From an optimization exercise on the open Yosys and OpenROAD flow, aimed at small area and a short achievable clock period; shortcuts taken in it are not production practice.
In this exercise RTL edits were held to simulation tests only and were not proved equivalent to the original.
No driver is modelled on the clock port, so clocking that relies on it looks cheaper here than on a real chip.
No activity file was given, so power comes from the tool's default toggle rates.

Design reg_file_direct_backend, start of the top module:
module reg_file_direct_backend #(
  parameter int unsigned REGISTER_WIDTH = 32,
  parameter int unsigned NUM_REGISTERS  = 24,
  parameter logic [NUM_REGISTERS*REGISTER_WIDTH-1:0] RESET_VALUES = {
    32'h0000_0000, 32'h0000_0000, 32'hFFFF_FFFF, 32'h0000_0000,
    32'h0000_0000, 32'h8000_0001, 32'h0000_0000, 32'h0000_0000,
    32'h0000_0000, 32'h0000_0000, 32'h0000_00FF, 32'h0000_0000,
    32'h0000_0000, 32'h0000_0000, 32'h0BAD_F00D, 32'h0000_0000,
    32'h0000_0000, 32'h0000_0000, 32'h0000_0000, 32'h0000_0000,
    32'hDEAD_BEEF, 32'h0000_0000, 32'h0000_0000, 32'h0000_0000
  },
  parameter logic [NUM_REGISTERS-1:0] RO_MASK = 24'h02_0012,
  parameter int unsigned ADDR_W = $clog2(NUM_REGISTERS)
) (
  input  logic                        clk,
  input  logic                        rst,
  input  logic [NUM_REGISTERS*REGISTER_WIDTH-1:0] write_data,
  input  logic [NUM_REGISTERS-1:0]    write_req,
  output logic [NUM_REGISTERS*REGISTER_WIDTH-1:0] read_data,
  input  logic                        bus_req,
  input  logic                        bus_we,
  ...
==> flow/config.mk <==
export PLATFORM = sky130hd
export DESIGN_NAME = reg_file_direct_backend
export DESIGN_NICKNAME = reg_file_direct_backend
export VERILOG_FILES = /design/flow/design.v
export SDC_FILE = /design/flow/constraint.sdc
export NUM_CORES = 4
export LEC_CHECK = 0
export CAP_MARGIN = 20
export CORE_AREA = 5 5 295 295
export DIE_AREA = 0 0 300 300
export SETUP_SLACK_MARGIN = 1.6
export SLEW_MARGIN = 20
export SYNTH_HIERARCHICAL = 1
==> flow/constraint.sdc <==
create_clock -name core_clock -period 3.6 [get_ports {clk}]
set_input_delay 0.7200 -clock core_clock [delete_from_list [all_inputs] [get_ports {clk}]]
set_output_delay 0.7200 -clock core_clock [all_outputs]
set_load 0.01 [all_outputs]
standard.sh (not shown) runs the stock make flow with config.mk's settings and CLKGATE_MAP_FILE= SYNTH_SCRIPT=/design/flow/synth_recipe.tcl, a recipe that flattens the netlist after the stock synthesis.
==> flow/flow/run.sh <==
#!/bin/bash
# The standard layout (the standard.sh) with these changes:
#  - ports are buffered with buf_1 (the standard flow picks a delay cell);
#  - pins may sit on adjacent routing tracks so the die can be small; the
#    clock pin sits alone in the middle of the left edge (flow/clkpin.tcl);
#  - the clock tree is built by flow/mytree.tcl before CTS (4 root buffers
#    fed by the clock port, each driving a set of leaf buffers that drive
#    clusters of flip-flops), and TritonCTS is told to leave it alone;
#  - after CTS, flow/postcts.tcl runs one more setup repair on the worst path.
# make's output goes to flow_make.log; each step's log is under orfs/logs/.
set -euo pipefail
here=$(pwd)
D=$(awk '/^export DIE_AREA/{print $7}' config.mk)
mid=$(( ${D%.*} / 2 ))
export MYTREE_K=${MYTREE_K:-36} MYTREE_R=${MYTREE_R:-4}
export MYTREE_LEAF=${MYTREE_LEAF:-sky130_fd_sc_hd__clkbuf_16} MYTREE_ROOT=${MYTREE_ROOT:-sky130_fd_sc_hd__clkbuf_16}
export POSTCTS_MARGIN=${POSTCTS_MARGIN:-1.9}
bash standard.sh \
  "BUFFER_PORTS_ARGS=-buffer_cell sky130_fd_sc_hd__buf_1" \
  "PLACE_PINS_ARGS=-min_distance 1 -min_distance_in_tracks -exclude left:$((mid-12))-$((mid+12))" \
  "PRE_IO_PLACEMENT_TCL=$here/flow/clkpin.tcl" \
  "PRE_CTS_TCL=$here/flow/mytree.tcl" \
  "POST_CTS_TCL=$here/flow/postcts.tcl" \
  finish > flow_make.log 2>&1
==> flow/flow/mytree.tcl <==
# Build a two-level clock tree: one root buffer driving one leaf buffer per
# cluster of flip-flops (k-means on their positions).
proc mytree_kmeans {pts k capf} {
  # pts: list of {id x y}; returns {assign centers}
  set n [llength $pts]
  set sorted [lsort -real -index 1 $pts]
  set centers {}
  for {set c 0} {$c < $k} {incr c} {
    set s [lindex $sorted [expr {int(($c + 0.5) * $n / $k)}]]
    lappend centers [list [lindex $s 1] [lindex $s 2]]
  }
  set cap [expr {int(ceil($capf * $n / $k))}]
  for {set iter 0} {$iter < 30} {incr iter} {
    set cnt [lrepeat $k 0]
    set order {}
    set idx 0
    foreach s $pts {
      set best 1e18
      set x [lindex $s 1]; set y [lindex $s 2]
      foreach c $centers {
        set d [expr {abs($x - [lindex $c 0]) + abs($y - [lindex $c 1])}]
        if {$d < $best} { set best $d }
      }
      lappend order [list $idx $best]
      incr idx
    }
    set assign [lrepeat $n -1]
    foreach o [lsort -real -index 1 $order] {
      set i [lindex $o 0]
      set s [lindex $pts $i]
      set x [lindex $s 1]; set y [lindex $s 2]
      set cl {}
      set c 0
      foreach ce $centers {
        lappend cl [list $c [expr {abs($x - [lindex $ce 0]) + abs($y - [lindex $ce 1])}]]
        incr c
      }
      foreach e [lsort -real -index 1 $cl] {
        set c [lindex $e 0]
        if {[lindex $cnt $c] < $cap} {
          lset cnt $c [expr {[lindex $cnt $c] + 1}]
          lset assign $i $c
          break
        }
      }
    }
    set sx [lrepeat $k 0.0]; set sy [lrepeat $k 0.0]
    for {set i 0} {$i < $n} {incr i} {
      set c [lindex $assign $i]
      lset sx $c [expr {[lindex $sx $c] + [lindex $pts $i 1]}]
      lset sy $c [expr {[lindex $sy $c] + [lindex $pts $i 2]}]
    }
    set centers {}
    for {set c 0} {$c < $k} {incr c} {
      set m [lindex $cnt $c]
      if {$m == 0} { set m 1 }
      lappend centers [list [expr {[lindex $sx $c] / $m}] [expr {[lindex $sy $c] / $m}]]
    }
  }
  return [list $assign $centers $cnt]
}

proc mytree_build {} {
  set block [ord::get_db_block]
  set clk_net [$block findNet clk]
  set leaf_master [[ord::get_db] findMaster $::env(MYTREE_LEAF)]
  set root_master [[ord::get_db] findMaster $::env(MYTREE_ROOT)]
  set k $::env(MYTREE_K)
  set r $::env(MYTREE_R)
  set sinks {}
  foreach it [$clk_net getITerms] {
    set inst [$it getInst]
    set bb [$inst getBBox]
    lappend sinks [list $it [expr {([$bb xMin] + [$bb xMax]) / 2.0}] [expr {([$bb yMin] + [$bb yMax]) / 2.0}]]
  }
  set n [llength $sinks]
  lassign [mytree_kmeans $sinks $k 1.15] assign centers cnt
  set leaves {}
  for {set c 0} {$c < $k} {incr c} { lappend leaves [list $c {*}[lindex $centers $c]] }
  lassign [mytree_kmeans $leaves $r 1.0] rassign rcenters rcnt
  set root_nets {}
  for {set q 0} {$q < $r} {incr q} {
    set root [odb::dbInst_create $block $root_master clkbuf_root_$q]
    $root setLocation [expr {int([lindex $rcenters $q 0])}] [expr {int([lindex $rcenters $q 1])}]
    $root setPlacementStatus PLACED
    set rn [odb::dbNet_create $block clknet_root_$q]
    $rn setSigType CLOCK
    [$root findITerm A] connect $clk_net
    [$root findITerm X] connect $rn
    lappend root_nets $rn
  }
  set leaf_nets {}
  for {set c 0} {$c < $k} {incr c} {
    set leaf [odb::dbInst_create $block $leaf_master clkbuf_leaf_$c]
    $leaf setLocation [expr {int([lindex $centers $c 0])}] [expr {int([lindex $centers $c 1])}]
    $leaf setPlacementStatus PLACED
    set ln [odb::dbNet_create $block clknet_leaf_$c]
    $ln setSigType CLOCK
    [$leaf findITerm A] connect [lindex $root_nets [lindex $rassign $c]]
    [$leaf findITerm X] connect $ln
    lappend leaf_nets $ln
  }
  for {set i 0} {$i < $n} {incr i} {
    set it [lindex $sinks $i 0]
    $it disconnect
    $it connect [lindex $leaf_nets [lindex $assign $i]]
  }
  puts "mytree: $n sinks, $k leaves ($cnt), $r roots ($rcnt)"
}
mytree_build
# Keep TritonCTS off the nets built here.
set mytree_nets {}
foreach net [[ord::get_db_block] getNets] {
  if {[string match clknet_root_* [$net getName]] || [string match clknet_leaf_* [$net getName]] || [$net getName] eq "clk"} {
    lappend mytree_nets [$net getName]
  }
}
set_cts_config -skip_nets $mytree_nets
set_propagated_clock [all_clocks]
==> flow/flow/postcts.tcl <==
# After CTS: one more setup repair aimed at the worst path only (the standard
# repair spreads its effort over every endpoint below the margin and stops
# early), then legalize again.
estimate_parasitics -placement
repair_timing -setup_margin $::env(POSTCTS_MARGIN) -repair_tns 0 -verbose
detailed_placement
check_placement -verbose
Other scripts of this flow, unchanged in this note and not shown: flow/flow/clkpin.tcl
Rerun with:
==> flow/flow/run.sh (replaced) <==
#!/bin/bash
# The standard layout (the standard.sh) with these changes:
#  - ports are buffered with buf_1 (the standard flow picks a delay cell);
#  - pins may sit on adjacent routing tracks so the die can be small; the
#    clock pin sits alone in the middle of the left edge;
#  - the clock tree is built by flow/mytree.tcl before CTS (4 root buffers
#    fed by the clock port, each driving a set of leaf buffers that drive
#    clusters of flip-flops), and TritonCTS is told to leave it alone.
set -euo pipefail
here=$(pwd)
D=$(awk '/^export DIE_AREA/{print $7}' config.mk)
mid=$(( ${D%.*} / 2 ))
export MYTREE_K=${MYTREE_K:-36} MYTREE_R=${MYTREE_R:-4}
export MYTREE_LEAF=${MYTREE_LEAF:-sky130_fd_sc_hd__clkbuf_16} MYTREE_ROOT=${MYTREE_ROOT:-sky130_fd_sc_hd__clkbuf_16}
bash standard.sh \
  "BUFFER_PORTS_ARGS=-buffer_cell sky130_fd_sc_hd__buf_1" \
  "PLACE_PINS_ARGS=-min_distance 1 -min_distance_in_tracks -exclude left:$((mid-12))-$((mid+12))" \
  "PRE_IO_PLACEMENT_TCL=$here/flow/clkpin.tcl" \
  "PRE_CTS_TCL=$here/flow/mytree.tcl" \
  finish > flow_make.log 2>&1
removed: flow/flow/postcts.tcl
Total power goes up by 0.38%; final area stays flat; synthesized area does not change; clock skew drops by 6.4 ps; routed wire length is about the same.
Rerun with:
==> flow/flow/run.sh (replaced) <==
#!/bin/bash
# The standard layout (the standard.sh) with these changes:
#  - ports are buffered with buf_1 (the standard flow picks a delay cell);
#  - pins may sit on adjacent routing tracks so the die can be small; the
#    clock pin sits alone in the middle of the left edge (flow/clkpin.tcl);
#  - the clock tree is built by flow/mytree.tcl before CTS (4 root buffers
#    fed by the clock port, each driving a set of leaf buffers that drive
#    clusters of flip-flops), and TritonCTS is told to leave it alone;
#  - after CTS (flow/postcts.tcl) and after global routing (flow/postgrt.tcl),
#    more setup repair passes on the worst path.
# make's output goes to flow_make.log; each step's log is under orfs/logs/.
set -euo pipefail
here=$(pwd)
D=$(awk '/^export DIE_AREA/{print $7}' config.mk)
mid=$(( ${D%.*} / 2 ))
export MYTREE_K=${MYTREE_K:-44} MYTREE_R=${MYTREE_R:-4}
export MYTREE_LEAF=${MYTREE_LEAF:-sky130_fd_sc_hd__clkbuf_16} MYTREE_ROOT=${MYTREE_ROOT:-sky130_fd_sc_hd__clkbuf_16}
export POSTCTS_MARGINS=${POSTCTS_MARGINS:-"1.9 2.1 2.3"}
export POSTGRT_MARGINS=${POSTGRT_MARGINS:-"1.9 2.1 2.3"}
bash standard.sh \
  "BUFFER_PORTS_ARGS=-buffer_cell sky130_fd_sc_hd__buf_1" \
  "PLACE_PINS_ARGS=-min_distance 1 -min_distance_in_tracks -exclude left:$((mid-12))-$((mid+12))" \
  "PRE_IO_PLACEMENT_TCL=$here/flow/clkpin.tcl" \
  "PRE_CTS_TCL=$here/flow/mytree.tcl" \
  "POST_CTS_TCL=$here/flow/postcts.tcl" \
  "POST_GLOBAL_ROUTE_TCL=$here/flow/postgrt.tcl" \
  finish > flow_make.log 2>&1
--- a/flow/flow/mytree.tcl
+++ b/flow/flow/mytree.tcl
@@ -1,4 +1,4 @@
-# Build a two-level clock tree: one root buffer driving one leaf buffer per
-# cluster of flip-flops (k-means on their positions).
+# Build a two-level clock tree: root buffers fed by the clock port, each driving
+# leaf buffers, each driving a cluster of flip-flops (k-means on positions).
 proc mytree_kmeans {pts k capf} {
   # pts: list of {id x y}; returns {assign centers}
==> flow/flow/postcts.tcl (new file) <==
# After CTS: more setup repair passes, each aimed at the worst path only (the
# standard repair spreads its effort over every endpoint below the margin and
# stops early), with legalization after each pass.
foreach margin $::env(POSTCTS_MARGINS) {
  estimate_parasitics -placement
  repair_timing -setup_margin $margin -repair_tns 0 -verbose
  detailed_placement
}
check_placement -verbose
==> flow/flow/postgrt.tcl (new file) <==
# After global routing: more setup repair passes on the worst path with global
# route parasitics, then legalize and re-route the nets that changed, as the
# standard global route step does after its own repair.
global_route -start_incremental
estimate_parasitics -global_routing
foreach margin $::env(POSTGRT_MARGINS) {
  repair_timing -setup_margin $margin -repair_tns 0 -verbose
}
detailed_placement
check_placement -verbose
global_route -end_incremental -congestion_report_file $::env(REPORTS_DIR)/congestion_post_extra_repair.rpt
estimate_parasitics -global_routing
write_guides $::env(RESULTS_DIR)/route.guide
- SETUP_SLACK_MARGIN: 1.6 -> 1.3
=> Routed wire length is higher slightly; register-to-register slack is better by 120 ps; die area is unchanged; global-route usage is higher by 2.0 points; sequential cell count does not change.

re-timing with driven ports:
In the flow no input, the clock included, has a driving cell. The finished layouts below were timed again as built, in two steps.
Step 1 assumes that a clkbuf_16 drives the clock port and a buf_2 every other input.
Step 2, shift: input delay + t, output delay - t, t = (earliest + latest rising clock arrival at the registers) / 2. This alone moves slack from input paths to output paths.
a / b / c = ideal ports / drivers / drivers and shift; a / b = the first two.
| run | shift t [ns] | slack for setup (ns) | cell pins on the clock port's net |
|---|---|---|---|
| the first run | 0.582 | 1.484 / 1.380 / 0.830 | 4 |
| the second run | 0.580 | 1.467 / 1.415 / 0.871 | 4 |
| the third run | 0.603 | 1.586 / 1.433 / 0.899 | 4 |
After both steps setup and hold are still met in every run listed. The setup slack of the third run, which loses most, moves by -0.153 ns with the drivers and by -0.687 ns with both steps.
